Background: an optimization exercise with open tools, aiming at small area. Do not read the settings as production practice. Only the layout flow was run in this run; the RTL was not checked for function there. Power figures rest on the tool's default switching activity, not on a simulated workload.

File: design/flow/flow/run.sh
#!/bin/bash
# Own layout flow: the standard ORFS flow (standard.sh, with its
# standard synthesis unchanged) plus a few extra ORFS settings:
#  - global placement is not timing driven; instead a hook at the end of
#    global placement (flow/post_gpl.tcl) gives each high-fanout net one
#    buffer at its driver; repair_design and repair_timing then fix whatever
#    is left, as usual,
#  - port buffers use the smallest buffer cell,
#  - CTS uses small clock buffers with mid-size leaf clusters and inserts
#    no dummy loads.
# ORFS writes each step's full log under orfs/logs; standard.log here keeps
# the make output.
set -euo pipefail
here=$(pwd)
CTS="-sink_clustering_enable -repair_clock_nets -dont_use_dummy_load"
CTS="$CTS -buf_list {sky130_fd_sc_hd__clkbuf_4}"
CTS="$CTS -sink_clustering_size 10 -sink_clustering_max_diameter 40"
bash standard.sh \
  "GPL_TIMING_DRIVEN=0" \
  "POST_GLOBAL_PLACE_TCL=$here/flow/post_gpl.tcl" \
  "BUFFER_PORTS_ARGS=-buffer_cell sky130_fd_sc_hd__buf_1" \
  "CTS_ARGS=$CTS" \
  finish > standard.log 2>&1
File: design/flow/flow/post_gpl.tcl
# Runs at the end of ORFS global placement (POST_GLOBAL_PLACE_TCL).
# Drives every high-fanout signal net (the register file's word and bit
# lines) through one buffer placed at its driver, instead of leaving the
# buffering to repair_design's wire-length-driven buffer trees.
set fo_limit 12
if { [info exists ::env(FLOW_FO_LIMIT)] } { set fo_limit $::env(FLOW_FO_LIMIT) }
set buf_cell sky130_fd_sc_hd__buf_2
set block [ord::get_db_block]
set todo {}
foreach net [$block getNets] {
  if { [$net getSigType] != "SIGNAL" || [$net isSpecial] } { continue }
  set iterms [$net getITerms]
  if { [llength $iterms] <= $fo_limit } { continue }
  set drv ""
  foreach t $iterms { if { [$t isOutputSignal] } { set drv $t } }
  if { $drv == "" } { continue }
  lappend todo [list [$net getName] [$drv getAvgXY]]
}
puts "post_gpl: buffering [llength $todo] nets with more than $fo_limit loads"
foreach item $todo {
  lassign $item name xy
  set x [expr { [lindex $xy 1] / 1000.0 }]
  set y [expr { [lindex $xy 2] / 1000.0 }]
  insert_buffer -buffer_cell $buf_cell -net [get_nets $name] -location [list $x $y]
}
estimate_parasitics -placement
File: design/flow/standard.sh
#!/bin/bash
# synth_recipe.tcl (not shown) runs the flow's synth.tcl, then flattens the netlist and writes it again
# the make line also repeats each setting of config.mk as NAME=value (left out here)
make -C /OpenROAD-flow-scripts/flow DESIGN_CONFIG=/design/flow/config.mk WORK_HOME=/design/flow/orfs CLKGATE_MAP_FILE= SYNTH_SCRIPT=/design/flow/synth_recipe.tcl "${@:-finish}"
File: design/flow/config.mk
export PLATFORM = sky130hd
export DESIGN_NAME = rf_multiport_sb
export DESIGN_NICKNAME = rf_multiport_sb
export VERILOG_FILES = /design/flow/design.v
export SDC_FILE = /design/flow/constraint.sdc
export NUM_CORES = 8
export LEC_CHECK = 0
export CAP_MARGIN = 20
export CORE_MARGIN = 2
export CORE_UTILIZATION = 32
export PLACE_DENSITY = 0.42
export SLEW_MARGIN = 20
export SYNTH_HIERARCHICAL = 1
File: design/flow/constraint.sdc
create_clock -name core_clock -period 8.0 [get_ports {clk_i}]
set_input_delay 1.6000 -clock core_clock [delete_from_list [all_inputs] [get_ports {clk_i}]]
set_output_delay 1.6000 -clock core_clock [all_outputs]
set_load 0.01 [all_outputs]
File: design/flow/design.v
module rf_multiport_sb #(
  parameter int DATA_WIDTH   = 32,
  parameter int NUM_REGS     = 32,
  parameter int ADDR_WIDTH   = $clog2(NUM_REGS),
  parameter int NUM_RD_PORTS = 2,
  parameter int ZERO_REG     = 1,
  parameter int BYPASS       = 1
) (
  input  logic                               clk_i,
  input  logic                               rst_i,
  input  logic [NUM_RD_PORTS*ADDR_WIDTH-1:0] rd_addr_i,
  output logic [NUM_RD_PORTS*DATA_WIDTH-1:0] rd_data_o,
  output logic [NUM_RD_PORTS-1:0]            rd_busy_o,
  input  logic                               wr0_en_i,
  input  logic [ADDR_WIDTH-1:0]              wr0_addr_i,
  input  logic [DATA_WIDTH-1:0]              wr0_data_i,
  input  logic                               wr1_en_i,
  input  logic [ADDR_WIDTH-1:0]              wr1_addr_i,
  input  logic [DATA_WIDTH-1:0]              wr1_data_i,
  input  logic                               issue_en_i,
  input  logic [ADDR_WIDTH-1:0]              issue_addr_i,
  input  logic                               clr_i,
  output logic                               clr_busy_o
);
  localparam int DW = DATA_WIDTH;
  localparam int NR = NUM_REGS;
  localparam int AW = ADDR_WIDTH;
  localparam int NP = NUM_RD_PORTS;
  logic [AW:0]     cnt_q;
  logic            clearing;
  logic            phase_q;
  logic [DW-1:0]   mem_q [1:NR-1];
  logic [NR-1:1]   vld_q;
  logic [NR-1:1]   busy_q;
  logic            wr1_go, wr0_go, iss_go;
  logic [DW-1:0]   wd1_x, wd0_x;
  logic [3:0]      w1h, w0h, ish, clh;
  logic [7:0]      w1l, w0l, isl, cll;
  logic [NR-1:1]   sel1, sel0, hold;
  assign clearing   = cnt_q[AW];
  assign clr_busy_o = clearing;
  assign wr1_go = wr1_en_i && !clearing;
  assign wr0_go = wr0_en_i && !clearing && !(wr1_en_i && (wr1_addr_i == wr0_addr_i));
  assign iss_go = issue_en_i && !clearing;
  assign wd1_x = wr1_data_i ^ {DW{phase_q}};
  assign wd0_x = wr0_data_i ^ {DW{phase_q}};
  always_comb begin
    for (int i = 0; i < 4; i++) begin
      w1h[i] = wr1_go && (wr1_addr_i[4:3] == 2'(i));
      w0h[i] = wr0_go && (wr0_addr_i[4:3] == 2'(i));
      ish[i] = iss_go && (issue_addr_i[4:3] == 2'(i));
      clh[i] = clearing && (cnt_q[4:3] == 2'(i));
    end
    for (int j = 0; j < 8; j++) begin
      w1l[j] = (wr1_addr_i[2:0] == 3'(j));
      w0l[j] = (wr0_addr_i[2:0] == 3'(j));
      isl[j] = (issue_addr_i[2:0] == 3'(j));
      cll[j] = (cnt_q[2:0] == 3'(j));
    end
  end
  always_comb begin
    for (int r = 1; r < NR; r++) begin
      sel1[r] = w1h[r/8] && w1l[r%8];
      sel0[r] = w0h[r/8] && w0l[r%8];
      hold[r] = !(sel1[r] || sel0[r]);
    end
  end
  always_ff @(posedge clk_i or posedge rst_i) begin
    if (rst_i) cnt_q <= '0;
    else if (clearing) cnt_q <= cnt_q + 1'b1;
    else if (clr_i) cnt_q <= {1'b1, {AW{1'b0}}};
  end
  always_ff @(posedge clk_i or posedge rst_i) begin
    if (rst_i) phase_q <= 1'b0;
    else phase_q <= !phase_q;
  end
  always_ff @(posedge clk_i or posedge rst_i) begin
    if (rst_i) begin
      vld_q  <= '0;
      busy_q <= '0;
    end else begin
      for (int r = 1; r < NR; r++) begin
        vld_q[r]  <= !(clh[r/8] && cll[r%8]) && (!hold[r] || vld_q[r]);
        busy_q[r] <= !(clh[r/8] && cll[r%8]) &&
                     ((ish[r/8] && isl[r%8]) || (hold[r] && busy_q[r]));
      end
    end
  end
  logic [DW-1:0] mem_d [1:NR-1];
  for (genvar r = 1; r < NR; r++) begin : g_wr
    for (genvar j = 0; j < DW; j++) begin : g_bit
      rf_aoi222 u_aoi (.a1(sel1[r]), .a2(wd1_x[j]), .b1(sel0[r]), .b2(wd0_x[j]),
                       .c1(hold[r]), .c2(mem_q[r][j]), .y(mem_d[r][j]));
    end
  end
  always_ff @(posedge clk_i) begin
    for (int r = 1; r < NR; r++) mem_q[r] <= mem_d[r];
  end
  logic [NR:0]   rsel [NP];
  logic [NP-1:0] rph;
  always_comb begin
    logic [AW-1:0] a;
    logic          nz, b1, b0, any, bz;
    logic [3:0]    rh;
    logic [7:0]    rl;
    for (int k = 0; k < NP; k++) begin
      a  = rd_addr_i[k*AW +: AW];
      nz = (a != '0);
      b1 = nz && wr1_go && (wr1_addr_i == a);
      b0 = nz && wr0_go && (wr0_addr_i == a) && !b1;
      for (int i = 0; i < 4; i++) rh[i] = !b1 && !b0 && (a[4:3] == 2'(i));
      for (int j = 0; j < 8; j++) rl[j] = (a[2:0] == 3'(j));
      rsel[k][0] = b1;
      rsel[k][1] = b0;
      any = b1 || b0;
      bz  = 1'b0;
      for (int r = 1; r < NR; r++) begin
        rsel[k][r+1] = rh[r/8] && rl[r%8] && vld_q[r];
        any = any || rsel[k][r+1];
        bz  = bz || (rh[r/8] && rl[r%8] && busy_q[r]);
      end
      rd_busy_o[k] = bz;
      rph[k]       = any && phase_q;
    end
  end
  for (genvar k = 0; k < NP; k++) begin : g_rd
    for (genvar j = 0; j < DW; j++) begin : g_bit
      logic [NR:0] src;
      logic [10:0] t;
      logic [2:0]  p;
      logic        n;
      assign src[0] = wd1_x[j];
      assign src[1] = wd0_x[j];
      for (genvar r = 1; r < NR; r++) begin : g_src
        assign src[r+1] = mem_q[r][j];
      end
      for (genvar g = 0; g < 11; g++) begin : g_aoi
        rf_aoi222 u_aoi (.a1(rsel[k][3*g]),   .a2(src[3*g]),
                         .b1(rsel[k][3*g+1]), .b2(src[3*g+1]),
                         .c1(rsel[k][3*g+2]), .c2(src[3*g+2]), .y(t[g]));
      end
      rf_nand4 u_n0 (.a(t[0]), .b(t[1]), .c(t[2]),  .d(t[3]), .y(p[0]));
      rf_nand4 u_n1 (.a(t[4]), .b(t[5]), .c(t[6]),  .d(t[7]), .y(p[1]));
      rf_nand3 u_n2 (.a(t[8]), .b(t[9]), .c(t[10]), .y(p[2]));
      rf_or3   u_o  (.a(p[0]), .b(p[1]), .c(p[2]), .y(n));
      rf_xor2  u_x  (.a(n), .b(rph[k]), .y(rd_data_o[k*DW + j]));
    end
  end
endmodule
module rf_aoi222 (input logic a1, a2, b1, b2, c1, c2, output logic y);
  assign y = ~((a1 & a2) | (b1 & b2) | (c1 & c2));
endmodule
module rf_nand4 (input logic a, b, c, d, output logic y);
  assign y = ~(a & b & c & d);
endmodule
module rf_nand3 (input logic a, b, c, output logic y);
  assign y = ~(a & b & c);
endmodule
module rf_or3 (input logic a, b, c, output logic y);
  assign y = a | b | c;
endmodule
module rf_xor2 (input logic a, b, output logic y);
  assign y = a ^ b;
endmodule
==> notes.md <==
## path summary, 6_finish.rpt
path                       cells after the start            end
min                                            3      vld_q[14]
max in group asynchronous                      4      busy_q[1]
min in group core_clock                        1  mem_q[15][11]
min reg2reg                                    1  mem_q[15][11]
max                                           13   rd_data_o[2]
max reg2reg                                    8   mem_q[15][5]
## modules after synthesis (local to each module, per instance)
module / times used / area, um2 / flip-flops and latches
rf_nand4: 128 / 6.26 / 0
rf_xor2: 64 / 8.76 / 0
rf_aoi222: 1696 / 10.0 / 0
rf_nand3: 64 / 5.00 / 0
rf_or3: 64 / 6.26 / 0
rf_multiport_sb: 1 / 26600 / 1061
## layout make-up
class	count	area, um2	area share [%]
repair buffers	381	2050	3.98
inverters	21	78.8	0.153
plain buffers	62	287	0.556
diodes	12	30.0	0.0582
well taps	1890	2360	4.59
clock buffers	191	1430	2.78
flip-flops and latches	1061	21600	41.9
multi-input cells	2676	23700	46.0
## flip-flops by register name, indices dropped and copies added, names as in the netlist
register and count:
cnt_q 6, mem_q 992, vld_q 31, phase_q 1
busy_q 31
## tightest hold or removal path, cell delays in order
cell and delay (ns):
buf_1 0.07, inv_1 0.04, buf_4 0.30
## layout by cell type, fill, tap and decap left out, drive strengths merged, types with 11 or more instances in the layout
cell type,Yosys,final
a222oi,1696,1696
dfxtp,992,992
buf,29,404
clkbuf,33,230
nand4,138,138
xor2,132,132
nand3,102,102
nor2,92,92
dfrtp,69,69
or3,69,69
and3,60,60
nand2,50,50
o31a,32,32
o22ai,26,26
xnor2,21,21
nand3b,21,21
inv,21,21
nor3,18,18
a21oi,17,17
nor2b,15,15
o211ai,14,14
nand2b,13,13
mux2i,13,13
nor4,13,13
diode,0,12
mux2,11,11
o21ai,11,11
## power groups by stage
stage,logic [mW],clock network (mW),registers [mW]
finish,1.97,3.16,7.39
global route,2.09,3.40,7.50
CTS,1.91,3.19,7.32
detailed placement,1.91,0,7.43
global placement,1.84,0,7.43
floorplan,1.35,0,7.17
## per-stage QoR
stage                     hold slack (ns)  cell area (um2)  TNS (ns)
after detailed placement            0.472            50000    -0.546
after global routing                0.252            51500         0
after floorplan                     0.456            45600         0
after global placement              0.464            48600  -4058.37
after CTS                           0.228            51400         0
final                               0.299            51600    -0.846
## cell families after synthesis
logic type / Yosys count / synth area share [%]
simple gates: 626 / 7.92
buf+inv: 83 / 0.792
compound gates: 1863 / 40.2
xor+xnor: 153 / 2.94
mux: 28 / 0.754
flops: 1061 / 47.3
fa+ha+maj: 6 / 0.164
## repair_timing
action | in CTS | in global routing
endpoints found under the setup margin | 9 | 37
cloned | 0 | 0
setup buffers | 0 | 1
pin swaps | 0 | 5
resized for setup | 4 | 19
## layer usage
layer / vias up / track usage (%) / part of all wire (%)
li1: 20493 / - / -
met3: 1207 / 15.9 / 16
met2: 5295 / 57.3 / 40
met4: 12 / 21.2 / 6.2
met5: - / 0.529 / 0.046
met1: 27458 / 52.2 / 37
==> results.cfg <==
[outcome]
status = finished with violations
check.faults = setup timing

[power_and_ir_drop]
p_sw_share_pct = 32.5
irDropWorstVdd_mv = 0.103
internal-power_mw = 8.44
p_leak_nw = 17.8
p_per_area_nw_per_um2 = 243
comb_power_share_pct = 15.7
p_sw_mw = 4.07
seqPwrFrac_pct = 59.0
clock_power_share_pct = 25.3
total_power_mw = 12.5

[place]
dp_hpwl_um = 166000
io_buffer_count = 148
pre_cts_ws_ns = -0.177
dp.cells = 6089

[critical_path]
critPathMaxStageDelay_ns = 0.91
r2r_setup_slack_ns = 3.74
endpoint_kind = output port
critPathLaunch = rd_addr_i[0]
crit_family = simple AND/OR/NAND/NOR gates
cp.required_ns = 6.40
crit_top_cell = buf_2
crit_type = in -> out
cp-start-kind = primary input
path_buf_inv = 4
crit_fanout = 38
path_cells = buf_2 > nor3_2 > nor3b_4 > nor4_4 > buf_8 > a211oi_2 > and3_1 > buf_2 > a222oi_1 > nand4_1 > or3_1 > xor2_1 > buf_1
r2r-start = cnt_q[5]
cp_data_arrival_time_ns = 6.63
worst_path_max_delay_cell = buf_2

[timing]
rsz0062_at_grt = no
layout_setup_ws_ns = -0.231
period_share_pct = 103
drv_slew = 0
setup_viol = 16
worst_slew_pin_slew_ns = 1.35
fin_worst_skew_ns = 0.121
fmax_mhz = 121
final.min_clock_period_ns = 8.23
relSlewSlack_pct = 9.67
hold_violations = 0

[synth]
async_reset_ff_share_pct = 6.50
synth_flop_cell = dfxtp_1
ys_warn_count = 12
yosysMostFrequentCell = a222oi_1
ys_ff_latch = 1061
synth_edf_count = 0
yosys-top-cells-count = 1696 x a222oi_1, 992 x dfxtp_1, 138 x nand4_1, 132 x xor2_1, 102 x nand3_1
syn_inst = 3820
synth.avg_cell_area_um2 = 11.9
synth_top_area_cell = dfxtp_1
seq_area_frac_synth_pct = 47.3
syn-num-nets = 3921
synth_area_leaders = dfxtp_1 44%, a222oi_1 37%, dfrtp_1 3.8%, xor2_1 2.5%, nand4_1 1.9%
synth_cell_types = 70
synth_top_cell_area_share_pct = 43.5
syn_area_um2 = 45600

[die]
die_w_um = 382
num_rows = 138
num_io_pins = 162
fp.coreArea_um2 = 142000
die_h_um = 382
fp.dieArea_um2 = 146000
start_util_pct = 32.2

[clock_tree]
hold_buffers = 0
htreeDepth = 4
clk_pin_slew_worst_paths_ns = 0.12
cts-root-buf = clkbuf_4
cts_tree = built
insertion_delay_ns = 1.27
ctsLongestPathBuffers = 3
cts_inserted_buffers = 191
clock-sinks = 1061

[hold_path]
hp-class = in -> async

[drt]
wl_per_cell_um = 49.6
vias_per_cell = 8.65
drc = 0
drtPass1Iterations = 17
antenna_left = 0
finalWirelength_um = 312000
vias = 54465
drt-initial-drc-count = 17148

[layout]
post-route-util_pct = 36.4
layoutNonFillerInstCount = 6294
n_fill_cell = 14296
drive_above_1_share_pct = 11.5
area_delta_synth_final_pct = 12.9
final_net_count = 4495

[global_route]
grt_first_pass_wirelength_um = 417000
grt_pass1_vias = 50694
grt_start_max_net_pins = 49
track_usage_pct = 40.3
grt_antenna_before_repair = 19
grt_overflow = 0

[flow_run]
drv_cap = 0

afterwards: timing with drivers on the ports:
The flow's constraints put no driver on any port. The routed layout listed below was extracted and timed again, unchanged, in two steps. Step 1 (the two cells are an assumption about what drives the block):
set clk [get_ports {clk_i}]
set_driving_cell -lib_cell sky130_fd_sc_hd__clkbuf_16 $clk
set_driving_cell -lib_cell sky130_fd_sc_hd__buf_2 [delete_from_list [all_inputs] $clk]
Step 2 moves the port delays by t, midway between the first and last clock arrival at a register: inputs arrive t later, outputs are due t later. That takes back most of the time a late clock gives input paths. Slacks: no drivers / after step 1 / after step 2; pairs: no drivers / after step 1.
t (ns): 1.300
setup WS [ns]: -0.231 / -0.250 / -0.250
worst hold slack (ns): 0.299 / 0.245 / 0.484
worst slew at a driven data input, ns: 0.08
For this run, drivers alone change the setup slack by -0.019 ns; drivers and shift together by -0.019 ns.
